From an optimization exercise on the open Yosys and OpenROAD flow, aimed at small area, a short achievable clock period and few clock cycles per item; shortcuts taken in it are not production practice. At most, simulation tests tie the RTL to the original design; equivalence was not proved.

==> wip/yarrow <==
Design dsp_slice_top, start of the top module:
module dsp_slice_top (
    input  logic                 w_CLK,
    input  logic                 RSTALLCARRYIN,
    input  logic                 wb_cyc,
    input  logic                 wb_stb,
    input  logic [103:0]         wb_op,
    output logic                 wb_ack,
    output logic                 res_valid,
    output logic [52:0]          res,
    input  logic                 res_ready
);
==> flow/config.mk <==
export PLATFORM = sky130hd
export DESIGN_NAME = dsp_slice_top
export DESIGN_NICKNAME = dsp_slice_top
export VERILOG_FILES = /design/flow/design.v
export SDC_FILE = /design/flow/constraint.sdc
export NUM_CORES = 4
export LEC_CHECK = 0
export CAP_MARGIN = 20
export CORE_MARGIN = 2
export CORE_UTILIZATION = 40
export SETUP_SLACK_MARGIN = 1.5
export SLEW_MARGIN = 20
export SYNTH_HIERARCHICAL = 1
export SYNTH_MINIMUM_KEEP_SIZE = 0
==> flow/constraint.sdc <==
create_clock -name core_clock -period 7.5 [get_ports {w_CLK}]
set_input_delay 1.5000 -clock core_clock [delete_from_list [all_inputs] [get_ports {w_CLK}]]
set_output_delay 1.5000 -clock core_clock [all_outputs]
set_load 0.01 [all_outputs]
standard.sh (not shown) runs the stock make flow with config.mk's settings and CLKGATE_MAP_FILE= SYNTH_SCRIPT=/design/flow/synth_recipe.tcl, a recipe that flattens the netlist after the stock synthesis.
==> flow/flow/run.sh <==
#!/bin/bash
# The standard layout (standard.sh: the ORFS flow and synthesis), with
# the port buffers made of plain buffers instead of ORFS's default pick.
set -euo pipefail
export BUFFER_PORTS_ARGS="-buffer_cell sky130_fd_sc_hd__buf_2"
bash standard.sh > standard.log 2>&1
==> wip/zinc: changes against wip/yarrow <==
--- a/flow/design.v
+++ b/flow/design.v
@@ -143,14 +143,23 @@
     logic [47:0] ab, xab, yrow, zrow;
     assign ab = {a, b};
     for (genvar g = 0; g < 6; g++) begin : g_x
         dsp_xg u_xg (.x_sel(x_sel), .sub(sub), .ab(ab[8*g +: 8]), .x(xab[8*g +: 8]));
     end
     assign yrow = ({48{y_c}} & c | {48{y_ones}}) ^ {48{sub}};
     assign zrow = {48{z_c}} & c;
+    logic first_q, pz;
+    always_ff @(posedge w_CLK) begin
+        if (RSTALLCARRYIN) begin
+            first_q <= 1'b1;
+        end else if (accept) begin
+            first_q <= 1'b0;
+        end
+    end
+    assign pz = first_q;
     logic s1_valid, s1_adv, s1_free, accept;
     assign s1_adv  = s1_valid & (~res_valid | res_ready);
     assign s1_free = ~s1_valid | ~res_valid | res_ready;
     assign accept  = wb_cyc & wb_stb & s1_free;
     assign wb_ack  = accept;
     always_ff @(posedge w_CLK) begin
         if (RSTALLCARRYIN) begin
@@ -1433,15 +1442,15 @@
     dsp_fa u_s715 (.a(ps248), .b(pm300), .ci(pp246), .s(s715), .co(c716));
     dsp_ha u_s717 (.a(xab[43]), .b(ps304), .s(s717), .co(c718));
     assign s719 = ~sub;
     logic [49:0] r0, q0;
     assign r0 = {s719, xab[47], xab[46], xab[45], xab[44], s314, pm302, s313, s715, s713, s711, s709, c706, s705, s703, c700, c698, c696, c694, s693, c690, c688, c686, c684, c682, c680, c678, c676, c674, c672, c670, c668, c666, c664, c662, c660, c658, c656, c654, c652, c650, c648, c646, c644, c642, c640, s639, c636, c634, pm2};
     logic [49:0] r1, q1;
     assign r1 = {k48, s318, s317, s316, s315, c718, s717, c716, c714, c712, c710, c708, s707, c704, c702, s701, s699, s697, s695, c692, s691, s689, s687, s685, s683, s681, s679, s677, s675, s673, s671, s669, s667, s665, s663, s661, s659, s657, s655, s653, s651, s649, s647, s645, s643, s641, c638, s637, s635, s633};
-    logic q_xp, q_zp, q_zsh, q_sub;
+    logic q_xp, q_xo, q_zp, q_zsh, q_sub, q_pz;
     logic q_yc, q_yo, q_zc, q_n8;
     logic [47:0] q_c;
     always_ff @(posedge w_CLK) begin
         if (s1_free) begin
             q0[0] <= r0[0];
             q0[1] <= r0[1];
             q0[2] <= r0[2];
@@ -1538,32 +1547,34 @@
             q1[43] <= r1[43];
             q1[44] <= r1[44];
             q1[45] <= r1[45];
             q1[46] <= r1[46];
             q1[47] <= r1[47];
             q1[48] <= r1[48];
             q1[49] <= r1[49];
-            q_xp  <= x_p;
-            q_zp  <= z_p;
-            q_zsh <= z_sh;
+            q_xp  <= x_p & ~pz;
+            q_xo  <= x_p & pz & sub;
+            q_pz  <= pz;
+            q_zp  <= z_p & ~pz;
+            q_zsh <= z_sh & ~pz;
             q_sub <= sub;
             q_yc  <= y_c;
             q_yo  <= y_ones;
             q_zc  <= z_c;
             q_n8  <= bn8;
             q_c   <= c;
         end
     end
     logic [47:0] p_q, p_sh, xprow, zprow;
-    logic        co_q, pdp_q, pbdp_q, p_clr;
+    logic        co_q, pdp_q, pbdp_q;
     assign p_sh  = {{17{p_q[47]}}, p_q[47:17]};
     logic [47:0] yprow;
-    assign xprow = {48{q_xp & ~p_clr}} & (p_q ^ {48{q_sub}}) | {48{q_xp & p_clr & q_sub}} | {31'd0, q_n8, 16'd0};
+    assign xprow = {48{q_xp}} & (p_q ^ {48{q_sub}}) | {48{q_xo}} | {31'd0, q_n8, 16'd0};
     assign yprow = ({48{q_yc}} & q_c | {48{q_yo}}) ^ {48{q_sub}};
-    assign zprow = {48{q_zc}} & q_c | {48{q_zp & ~p_clr}} & p_q | {48{q_zsh & ~p_clr}} & p_sh;
+    assign zprow = {48{q_zc}} & q_c | {48{q_zp}} & p_q | {48{q_zsh}} & p_sh;
     logic s720;
     logic c721;
     logic s722;
     logic c723;
     logic s724;
     logic c725;
     logic s726;
@@ -2004,28 +2015,26 @@
     logic [49:0] u0, u1, t;
     assign u0 = {s1012, s1010, c1007, c1005, c1003, c1001, c999, c997, c995, c993, c991, c989, c987, c985, c983, c981, c979, c977, c975, c973, c971, c969, c967, c965, c963, c961, c959, c957, c955, c953, c951, c949, c947, c945, c943, c941, c939, c937, c935, c933, c931, c929, c927, c925, c923, c921, c919, c917, c915, s816};
     assign u1 = {c1011, c1009, s1008, s1006, s1004, s1002, s1000, s998, s996, s994, s992, s990, s988, s986, s984, s982, s980, s978, s976, s974, s972, s970, s968, s966, s964, s962, s960, s958, s956, s954, s952, s950, s948, s946, s944, s942, s940, s938, s936, s934, s932, s930, s928, s926, s924, s922, s920, s918, s916, s914};
     assign t  = u0 + u1;
     always_ff @(posedge w_CLK) begin
         if (RSTALLCARRYIN) begin
             res_valid <= 1'b0;
-            p_clr     <= 1'b1;
         end else if (s1_adv) begin
             res_valid <= 1'b1;
-            p_clr     <= 1'b0;
         end else if (res_ready) begin
             res_valid <= 1'b0;
         end
     end
     always_ff @(posedge w_CLK) begin
         if (s1_adv) begin
             p_q    <= t[47:0];
             co_q   <= q_sub ? ~t[49] : t[48];
-            pdp_q  <= ~p_clr & ~p_q[47] & ~p_q[46];
-            pbdp_q <= ~p_clr & p_q[47] & p_q[46];
+            pdp_q  <= ~q_pz & ~p_q[47] & ~p_q[46];
+            pbdp_q <= ~q_pz & p_q[47] & p_q[46];
         end
     end
     logic pd, pbd, nodet;
     assign pd    = ~p_q[47] & ~p_q[46];
     assign pbd   = p_q[47] & p_q[46];
     assign nodet = p_q[47] ^ p_q[46];
     assign res   = {p_q, co_q, pd, pbd, pdp_q & nodet, pbdp_q & nodet};
- SETUP_SLACK_MARGIN: 1.5 -> 2.0
==> wip/maple: changes against wip/yarrow <==
--- a/flow/design.v
+++ b/flow/design.v
@@ -67,40 +67,14 @@
     input  logic b,
     output logic s,
     output logic co
 );
     assign s  = a ^ b;
     assign co = a & b;
 endmodule
-module dsp_benc (
-    input  logic [1:0] x_sel,
-    input  logic       sub,
-    input  logic       b1,
-    input  logic       b0,
-    input  logic       bm,
-    output logic       one,
-    output logic       two,
-    output logic       neg
-);
-    logic x_mult;
-    assign x_mult = (x_sel == 2'd1);
-    assign one = x_mult & (b0 ^ bm);
-    assign two = x_mult & ((b1 & ~b0 & ~bm) | (~b1 & b0 & bm));
-    assign neg = x_mult & (b1 ^ sub);
-endmodule
-module dsp_xg (
-    input  logic [1:0] x_sel,
-    input  logic       sub,
-    input  logic [7:0] ab,
-    output logic [7:0] x
-);
-    logic x_ab;
-    assign x_ab = (x_sel == 2'd3);
-    assign x = {8{x_ab}} & (ab ^ {8{sub}});
-endmodule
 `default_nettype wire
 `timescale 1ns/1ps
 `default_nettype none
 module dsp_slice_top (
     input  logic                 w_CLK,
     input  logic                 RSTALLCARRYIN,
     input  logic                 wb_cyc,
@@ -136,19 +110,16 @@
     assign z_c    = (z_sel == 2'd2);
     assign z_sh   = (z_sel == 2'd3);
     logic neg_m, x_neg, k0, k48;
     assign neg_m = x_mult & (|am) & (|b) & (am[26] ^ b[17]);
     assign x_neg = sub & (x_ab | x_p);
     assign k0    = cin ^ sub;
     assign k48   = sub ? ~(neg_m | x_neg) : neg_m;
-    logic [47:0] ab, xab, yrow, zrow;
-    assign ab = {a, b};
-    for (genvar g = 0; g < 6; g++) begin : g_x
-        dsp_xg u_xg (.x_sel(x_sel), .sub(sub), .ab(ab[8*g +: 8]), .x(xab[8*g +: 8]));
-    end
+    logic [47:0] xab, yrow, zrow;
+    assign xab  = {48{x_ab}} & ({a, b} ^ {48{sub}});
     assign yrow = ({48{y_c}} & c | {48{y_ones}}) ^ {48{sub}};
     assign zrow = {48{z_c}} & c;
     logic s1_valid, s1_adv, s1_free, accept;
     assign s1_adv  = s1_valid & (~res_valid | res_ready);
     assign s1_free = ~s1_valid | ~res_valid | res_ready;
     assign accept  = wb_cyc & wb_stb & s1_free;
     assign wb_ack  = accept;
@@ -901,15 +872,17 @@
     logic s713;
     logic c714;
     logic s715;
     logic c716;
     logic s717;
     logic c718;
     logic s719;
-    dsp_benc u_be0 (.x_sel(x_sel), .sub(sub), .b1(b[1]), .b0(b[0]), .bm(1'b0), .one(bo0), .two(bt0), .neg(bn0));
+    assign bo0 = x_mult & (b[0] ^ 1'b0);
+    assign bt0 = x_mult & ((b[1] & ~b[0] & ~1'b0) | (~b[1] & b[0] & 1'b0));
+    assign bn0 = x_mult & (b[1] ^ sub);
     assign pp1 = (bo0 & am[0]) ^ bn0;
     assign pm2 = pp1 | xab[0];
     assign pp3 = ((bo0 & am[1]) | (bt0 & am[0])) ^ bn0;
     assign pm4 = pp3 | xab[1];
     assign pp5 = ((bo0 & am[2]) | (bt0 & am[1])) ^ bn0;
     assign pp6 = ((bo0 & am[3]) | (bt0 & am[2])) ^ bn0;
     assign pp7 = ((bo0 & am[4]) | (bt0 & am[3])) ^ bn0;
@@ -933,15 +906,17 @@
     assign pp25 = ((bo0 & am[22]) | (bt0 & am[21])) ^ bn0;
     assign pp26 = ((bo0 & am[23]) | (bt0 & am[22])) ^ bn0;
     assign pp27 = ((bo0 & am[24]) | (bt0 & am[23])) ^ bn0;
     assign pp28 = ((bo0 & am[25]) | (bt0 & am[24])) ^ bn0;
     assign pp29 = ((bo0 & am[26]) | (bt0 & am[25])) ^ bn0;
     assign pp30 = ((bo0 & am[26]) | (bt0 & am[26])) ^ bn0;
     assign ps31 = ~pp30;
-    dsp_benc u_be1 (.x_sel(x_sel), .sub(sub), .b1(b[3]), .b0(b[2]), .bm(b[1]), .one(bo1), .two(bt1), .neg(bn1));
+    assign bo1 = x_mult & (b[2] ^ b[1]);
+    assign bt1 = x_mult & ((b[3] & ~b[2] & ~b[1]) | (~b[3] & b[2] & b[1]));
+    assign bn1 = x_mult & (b[3] ^ sub);
     assign pp32 = (bo1 & am[0]) ^ bn1;
     assign pm33 = pp32 | xab[2];
     assign pp34 = ((bo1 & am[1]) | (bt1 & am[0])) ^ bn1;
     assign pm35 = pp34 | xab[3];
     assign pp36 = ((bo1 & am[2]) | (bt1 & am[1])) ^ bn1;
     assign pp37 = ((bo1 & am[3]) | (bt1 & am[2])) ^ bn1;
     assign pp38 = ((bo1 & am[4]) | (bt1 & am[3])) ^ bn1;
@@ -965,15 +940,17 @@
     assign pp56 = ((bo1 & am[22]) | (bt1 & am[21])) ^ bn1;
     assign pp57 = ((bo1 & am[23]) | (bt1 & am[22])) ^ bn1;
     assign pp58 = ((bo1 & am[24]) | (bt1 & am[23])) ^ bn1;
     assign pp59 = ((bo1 & am[25]) | (bt1 & am[24])) ^ bn1;
     assign pp60 = ((bo1 & am[26]) | (bt1 & am[25])) ^ bn1;
     assign pp61 = ((bo1 & am[26]) | (bt1 & am[26])) ^ bn1;
     assign ps62 = ~pp61;
-    dsp_benc u_be2 (.x_sel(x_sel), .sub(sub), .b1(b[5]), .b0(b[4]), .bm(b[3]), .one(bo2), .two(bt2), .neg(bn2));
+    assign bo2 = x_mult & (b[4] ^ b[3]);
+    assign bt2 = x_mult & ((b[5] & ~b[4] & ~b[3]) | (~b[5] & b[4] & b[3]));
+    assign bn2 = x_mult & (b[5] ^ sub);
     assign pp63 = (bo2 & am[0]) ^ bn2;
     assign pm64 = pp63 | xab[4];
     assign pp65 = ((bo2 & am[1]) | (bt2 & am[0])) ^ bn2;
     assign pm66 = pp65 | xab[5];
     assign pp67 = ((bo2 & am[2]) | (bt2 & am[1])) ^ bn2;
     assign pp68 = ((bo2 & am[3]) | (bt2 & am[2])) ^ bn2;
     assign pp69 = ((bo2 & am[4]) | (bt2 & am[3])) ^ bn2;
@@ -997,15 +974,17 @@
     assign pp87 = ((bo2 & am[22]) | (bt2 & am[21])) ^ bn2;
     assign pp88 = ((bo2 & am[23]) | (bt2 & am[22])) ^ bn2;
     assign pp89 = ((bo2 & am[24]) | (bt2 & am[23])) ^ bn2;
     assign pp90 = ((bo2 & am[25]) | (bt2 & am[24])) ^ bn2;
     assign pp91 = ((bo2 & am[26]) | (bt2 & am[25])) ^ bn2;
     assign pp92 = ((bo2 & am[26]) | (bt2 & am[26])) ^ bn2;
     assign ps93 = ~pp92;
-    dsp_benc u_be3 (.x_sel(x_sel), .sub(sub), .b1(b[7]), .b0(b[6]), .bm(b[5]), .one(bo3), .two(bt3), .neg(bn3));
+    assign bo3 = x_mult & (b[6] ^ b[5]);
+    assign bt3 = x_mult & ((b[7] & ~b[6] & ~b[5]) | (~b[7] & b[6] & b[5]));
+    assign bn3 = x_mult & (b[7] ^ sub);
     assign pp94 = (bo3 & am[0]) ^ bn3;
     assign pm95 = pp94 | xab[6];
     assign pp96 = ((bo3 & am[1]) | (bt3 & am[0])) ^ bn3;
     assign pm97 = pp96 | xab[7];
     assign pp98 = ((bo3 & am[2]) | (bt3 & am[1])) ^ bn3;
     assign pp99 = ((bo3 & am[3]) | (bt3 & am[2])) ^ bn3;
     assign pp100 = ((bo3 & am[4]) | (bt3 & am[3])) ^ bn3;
@@ -1029,15 +1008,17 @@
     assign pp118 = ((bo3 & am[22]) | (bt3 & am[21])) ^ bn3;
     assign pp119 = ((bo3 & am[23]) | (bt3 & am[22])) ^ bn3;
     assign pp120 = ((bo3 & am[24]) | (bt3 & am[23])) ^ bn3;
     assign pp121 = ((bo3 & am[25]) | (bt3 & am[24])) ^ bn3;
     assign pp122 = ((bo3 & am[26]) | (bt3 & am[25])) ^ bn3;
     assign pp123 = ((bo3 & am[26]) | (bt3 & am[26])) ^ bn3;
     assign ps124 = ~pp123;
-    dsp_benc u_be4 (.x_sel(x_sel), .sub(sub), .b1(b[9]), .b0(b[8]), .bm(b[7]), .one(bo4), .two(bt4), .neg(bn4));
+    assign bo4 = x_mult & (b[8] ^ b[7]);
+    assign bt4 = x_mult & ((b[9] & ~b[8] & ~b[7]) | (~b[9] & b[8] & b[7]));
+    assign bn4 = x_mult & (b[9] ^ sub);
     assign pp125 = (bo4 & am[0]) ^ bn4;
     assign pm126 = pp125 | xab[8];
     assign pp127 = ((bo4 & am[1]) | (bt4 & am[0])) ^ bn4;
     assign pm128 = pp127 | xab[9];
     assign pp129 = ((bo4 & am[2]) | (bt4 & am[1])) ^ bn4;
     assign pp130 = ((bo4 & am[3]) | (bt4 & am[2])) ^ bn4;
     assign pp131 = ((bo4 & am[4]) | (bt4 & am[3])) ^ bn4;
@@ -1061,15 +1042,17 @@
     assign pp149 = ((bo4 & am[22]) | (bt4 & am[21])) ^ bn4;
     assign pp150 = ((bo4 & am[23]) | (bt4 & am[22])) ^ bn4;
     assign pp151 = ((bo4 & am[24]) | (bt4 & am[23])) ^ bn4;
     assign pp152 = ((bo4 & am[25]) | (bt4 & am[24])) ^ bn4;
     assign pp153 = ((bo4 & am[26]) | (bt4 & am[25])) ^ bn4;
     assign pp154 = ((bo4 & am[26]) | (bt4 & am[26])) ^ bn4;
     assign ps155 = ~pp154;
-    dsp_benc u_be5 (.x_sel(x_sel), .sub(sub), .b1(b[11]), .b0(b[10]), .bm(b[9]), .one(bo5), .two(bt5), .neg(bn5));
+    assign bo5 = x_mult & (b[10] ^ b[9]);
+    assign bt5 = x_mult & ((b[11] & ~b[10] & ~b[9]) | (~b[11] & b[10] & b[9]));
+    assign bn5 = x_mult & (b[11] ^ sub);
     assign pp156 = (bo5 & am[0]) ^ bn5;
     assign pm157 = pp156 | xab[10];
     assign pp158 = ((bo5 & am[1]) | (bt5 & am[0])) ^ bn5;
     assign pm159 = pp158 | xab[11];
     assign pp160 = ((bo5 & am[2]) | (bt5 & am[1])) ^ bn5;
     assign pp161 = ((bo5 & am[3]) | (bt5 & am[2])) ^ bn5;
     assign pp162 = ((bo5 & am[4]) | (bt5 & am[3])) ^ bn5;
@@ -1093,15 +1076,17 @@
     assign pp180 = ((bo5 & am[22]) | (bt5 & am[21])) ^ bn5;
     assign pp181 = ((bo5 & am[23]) | (bt5 & am[22])) ^ bn5;
     assign pp182 = ((bo5 & am[24]) | (bt5 & am[23])) ^ bn5;
     assign pp183 = ((bo5 & am[25]) | (bt5 & am[24])) ^ bn5;
     assign pp184 = ((bo5 & am[26]) | (bt5 & am[25])) ^ bn5;
     assign pp185 = ((bo5 & am[26]) | (bt5 & am[26])) ^ bn5;
     assign ps186 = ~pp185;
-    dsp_benc u_be6 (.x_sel(x_sel), .sub(sub), .b1(b[13]), .b0(b[12]), .bm(b[11]), .one(bo6), .two(bt6), .neg(bn6));
+    assign bo6 = x_mult & (b[12] ^ b[11]);
+    assign bt6 = x_mult & ((b[13] & ~b[12] & ~b[11]) | (~b[13] & b[12] & b[11]));
+    assign bn6 = x_mult & (b[13] ^ sub);
     assign pp187 = (bo6 & am[0]) ^ bn6;
     assign pm188 = pp187 | xab[12];
     assign pp189 = ((bo6 & am[1]) | (bt6 & am[0])) ^ bn6;
     assign pm190 = pp189 | xab[13];
     assign pp191 = ((bo6 & am[2]) | (bt6 & am[1])) ^ bn6;
     assign pp192 = ((bo6 & am[3]) | (bt6 & am[2])) ^ bn6;
     assign pp193 = ((bo6 & am[4]) | (bt6 & am[3])) ^ bn6;
@@ -1125,15 +1110,17 @@
     assign pp211 = ((bo6 & am[22]) | (bt6 & am[21])) ^ bn6;
     assign pp212 = ((bo6 & am[23]) | (bt6 & am[22])) ^ bn6;
     assign pp213 = ((bo6 & am[24]) | (bt6 & am[23])) ^ bn6;
     assign pp214 = ((bo6 & am[25]) | (bt6 & am[24])) ^ bn6;
     assign pp215 = ((bo6 & am[26]) | (bt6 & am[25])) ^ bn6;
     assign pp216 = ((bo6 & am[26]) | (bt6 & am[26])) ^ bn6;
     assign ps217 = ~pp216;
-    dsp_benc u_be7 (.x_sel(x_sel), .sub(sub), .b1(b[15]), .b0(b[14]), .bm(b[13]), .one(bo7), .two(bt7), .neg(bn7));
+    assign bo7 = x_mult & (b[14] ^ b[13]);
+    assign bt7 = x_mult & ((b[15] & ~b[14] & ~b[13]) | (~b[15] & b[14] & b[13]));
+    assign bn7 = x_mult & (b[15] ^ sub);
     assign pp218 = (bo7 & am[0]) ^ bn7;
     assign pm219 = pp218 | xab[14];
     assign pp220 = ((bo7 & am[1]) | (bt7 & am[0])) ^ bn7;
     assign pm221 = pp220 | xab[15];
     assign pp222 = ((bo7 & am[2]) | (bt7 & am[1])) ^ bn7;
     assign pp223 = ((bo7 & am[3]) | (bt7 & am[2])) ^ bn7;
     assign pp224 = ((bo7 & am[4]) | (bt7 & am[3])) ^ bn7;
@@ -1157,15 +1144,17 @@
     assign pp242 = ((bo7 & am[22]) | (bt7 & am[21])) ^ bn7;
     assign pp243 = ((bo7 & am[23]) | (bt7 & am[22])) ^ bn7;
     assign pp244 = ((bo7 & am[24]) | (bt7 & am[23])) ^ bn7;
     assign pp245 = ((bo7 & am[25]) | (bt7 & am[24])) ^ bn7;
     assign pp246 = ((bo7 & am[26]) | (bt7 & am[25])) ^ bn7;
     assign pp247 = ((bo7 & am[26]) | (bt7 & am[26])) ^ bn7;
     assign ps248 = ~pp247;
-    dsp_benc u_be8 (.x_sel(x_sel), .sub(sub), .b1(b[17]), .b0(b[16]), .bm(b[15]), .one(bo8), .two(bt8), .neg(bn8));
+    assign bo8 = x_mult & (b[16] ^ b[15]);
+    assign bt8 = x_mult & ((b[17] & ~b[16] & ~b[15]) | (~b[17] & b[16] & b[15]));
+    assign bn8 = x_mult & (b[17] ^ sub);
     assign pp249 = (bo8 & am[0]) ^ bn8;
     assign pm250 = pp249 | xab[16];
     assign pp251 = ((bo8 & am[1]) | (bt8 & am[0])) ^ bn8;
     assign pm252 = pp251 | xab[17];
     assign pp253 = ((bo8 & am[2]) | (bt8 & am[1])) ^ bn8;
     assign pm254 = pp253 | xab[18];
     assign pp255 = ((bo8 & am[3]) | (bt8 & am[2])) ^ bn8;
@@ -1550,15 +1539,18 @@
             q_yo  <= y_ones;
             q_zc  <= z_c;
             q_n8  <= bn8;
             q_c   <= c;
         end
     end
     logic [47:0] p_q, p_sh, xprow, zprow;
-    logic        co_q, pdp_q, pbdp_q, p_clr;
+    logic        pd_q, pbd_q, p_clr;
+    assign p_q   = res[52:5];
+    assign pd_q  = res[3];
+    assign pbd_q = res[2];
     assign p_sh  = {{17{p_q[47]}}, p_q[47:17]};
     logic [47:0] yprow;
     assign xprow = {48{q_xp & ~p_clr}} & (p_q ^ {48{q_sub}}) | {48{q_xp & p_clr & q_sub}} | {31'd0, q_n8, 16'd0};
     assign yprow = ({48{q_yc}} & q_c | {48{q_yo}}) ^ {48{q_sub}};
     assign zprow = {48{q_zc}} & q_c | {48{q_zp & ~p_clr}} & p_q | {48{q_zsh & ~p_clr}} & p_sh;
     logic s720;
     logic c721;
@@ -2001,33 +1993,35 @@
     dsp_fa u_s1008 (.a(s814), .b(c909), .ci(s910), .s(s1008), .co(c1009));
     dsp_fa u_s1010 (.a(s912), .b(c815), .ci(c911), .s(s1010), .co(c1011));
     dsp_fa u_s1012 (.a(q0[49]), .b(q1[49]), .ci(c913), .s(s1012), .co(c1013));
     logic [49:0] u0, u1, t;
     assign u0 = {s1012, s1010, c1007, c1005, c1003, c1001, c999, c997, c995, c993, c991, c989, c987, c985, c983, c981, c979, c977, c975, c973, c971, c969, c967, c965, c963, c961, c959, c957, c955, c953, c951, c949, c947, c945, c943, c941, c939, c937, c935, c933, c931, c929, c927, c925, c923, c921, c919, c917, c915, s816};
     assign u1 = {c1011, c1009, s1008, s1006, s1004, s1002, s1000, s998, s996, s994, s992, s990, s988, s986, s984, s982, s980, s978, s976, s974, s972, s970, s968, s966, s964, s962, s960, s958, s956, s954, s952, s950, s948, s946, s944, s942, s940, s938, s936, s934, s932, s930, s928, s926, s924, s922, s920, s918, s916, s914};
     assign t  = u0 + u1;
+    logic [47:0] p_new;
+    logic        co_new, pd_new, pbd_new, nodet;
+    assign p_new   = t[47:0];
+    assign co_new  = q_sub ? ~t[49] : t[48];
+    assign pd_new  = ~p_new[47] & ~p_new[46];
+    assign pbd_new = p_new[47] & p_new[46];
+    assign nodet   = ~pd_new & ~pbd_new;
     always_ff @(posedge w_CLK) begin
         if (RSTALLCARRYIN) begin
             res_valid <= 1'b0;
             p_clr     <= 1'b1;
+            res[3:2]  <= 2'b00;
         end else if (s1_adv) begin
             res_valid <= 1'b1;
             p_clr     <= 1'b0;
+            res[3:2]  <= {pd_new, pbd_new};
         end else if (res_ready) begin
             res_valid <= 1'b0;
         end
     end
     always_ff @(posedge w_CLK) begin
         if (s1_adv) begin
-            p_q    <= t[47:0];
-            co_q   <= q_sub ? ~t[49] : t[48];
-            pdp_q  <= ~p_clr & ~p_q[47] & ~p_q[46];
-            pbdp_q <= ~p_clr & p_q[47] & p_q[46];
+            res[52:4] <= {p_new, co_new};
+            res[1:0]  <= {pd_q & nodet, pbd_q & nodet};
         end
     end
-    logic pd, pbd, nodet;
-    assign pd    = ~p_q[47] & ~p_q[46];
-    assign pbd   = p_q[47] & p_q[46];
-    assign nodet = p_q[47] ^ p_q[46];
-    assign res   = {p_q, co_q, pd, pbd, pdp_q & nodet, pbdp_q & nodet};
 endmodule
 `default_nettype wire
==> flow/run.sh (new file) <==
#!/bin/bash
# synth_recipe.tcl (not shown) runs the flow's synth.tcl, then flattens the netlist and writes it again
# the make line also repeats each setting of config.mk as NAME=value (left out here)
make -C /OpenROAD-flow-scripts/flow DESIGN_CONFIG=/design/flow/config.mk WORK_HOME=/design/flow/orfs CLKGATE_MAP_FILE= SYNTH_SCRIPT=/design/flow/synth_recipe.tcl finish
- SETUP_SLACK_MARGIN: 1.5 -> 2.0
removed: flow/flow/run.sh
removed: flow/standard.sh
==> impl_metrics.csv <==
group,metric,value,unit
outcome,outcome,"finished clean",
grt,grt.met1_usage,0.3657,
setup_path,arrival,5.73,ns
finish,fill_cells,5514,
synth,synth_compound_area_frac,0.1701,
synth,ys_seq_area_frac,0.2582,
grt,grt_pass1_vias,18670,
setup_path,cp_max_fo,8,
power_and_ir_drop,intPower,6.648,mW
placed_design,place_congestion,0.9000,
finish,reg_top3,"q0: 50 flops, q1: 50 flops",
finish,multi_input_gates,1756,
floorplan,die_h,251.7,µm
setup_path,critical_path_required,7.78,ns
-- figures above: wip/zinc

==> impl_metrics.csv <==
group,metric,value,unit
outcome,outcome,"finished clean",
setup_path,cp_max_fo,36,
finish,multi_input_gates,1788,
finish,reg_top3,"q0: 50 flops, q1: 50 flops",
setup_path,arrival,6.03,ns
power_and_ir_drop,intPower,6.357,mW
synth,ys_seq_area_frac,0.2548,
setup_path,critical_path_required,7.77,ns
synth,synth_compound_area_frac,0.1797,
grt,grt_pass1_vias,19190,
finish,fill_cells,5628,
finish,n_clock_buffer,25,
power_and_ir_drop,p_comb_frac,0.696,
-- figures above: wip/yarrow

==> impl_metrics.csv <==
group,metric,value,unit
outcome,outcome,"finished clean",
synth,synth_compound_area_frac,0.1620,
setup_path,cp_max_fo,15,
finish,finalNonFillerCells,3094,
min_path,min_path_cells,2,
finish,reg_top3,"res: 53 flops, q0: 50 flops, q1: 50 flops",
setup_path,critical_path_required,7.82,ns
finish,multi_input_gates,1738,
setup_path,arrival,5.71,ns
placed_design,place_congestion,0.9378,
grt,grt_pass1_vias,19000,
route,drt_iter0_markers,2179,
placed_design,dpl.hpwl,59.15,mm
setup_path,cp_slowest_cell,"fa_1",
grt,grt.met1_usage,0.3651,
finish,fill_cells,5528,
-- figures above: wip/maple

Testbench counts of wip/maple, summed over its fixed seeds: cycles 18,888, items 16,000.
No functional check of the RTL was part of wip/yarrow and wip/zinc.

-- port drivers added, routing unchanged --
In the flow no input, the clock included, has a driving cell. The finished layouts below were timed again as built, in two steps.
Step 1 (the two cells are an assumption about what drives the block):
set clk [get_ports {w_CLK}]
set_driving_cell -lib_cell sky130_fd_sc_hd__clkbuf_16 $clk
set_driving_cell -lib_cell sky130_fd_sc_hd__buf_2 [delete_from_list [all_inputs] $clk]
Step 2, shift: input delay + t, output delay - t, t = (earliest + latest rising clock arrival at the registers) / 2. This alone moves slack from input paths to output paths.
Slacks: no drivers / after step 1 / after step 2; pairs: no drivers / after step 1.
| run | t, ns | slack for setup (ns) | clock arrival spread, ns | slew at the worst register clock pin (ns) |
|---|---|---|---|---|
| wip/yarrow | 0.581 | 1.740 / 1.740 / 1.546 | 0.017 / 0.016 | 0.07 / 0.07 |
| wip/zinc | 0.595 | 2.053 / 2.053 / 1.710 | 0.010 / 0.009 | 0.07 / 0.07 |
| wip/maple | 0.611 | 2.104 / 2.104 / 1.556 | 0.023 / 0.023 | 0.07 / 0.07 |
After both steps setup and hold are still met in every run listed. For wip/maple, which loses most, drivers alone change the setup slack by 0.000 ns; drivers and shift together by -0.548 ns.
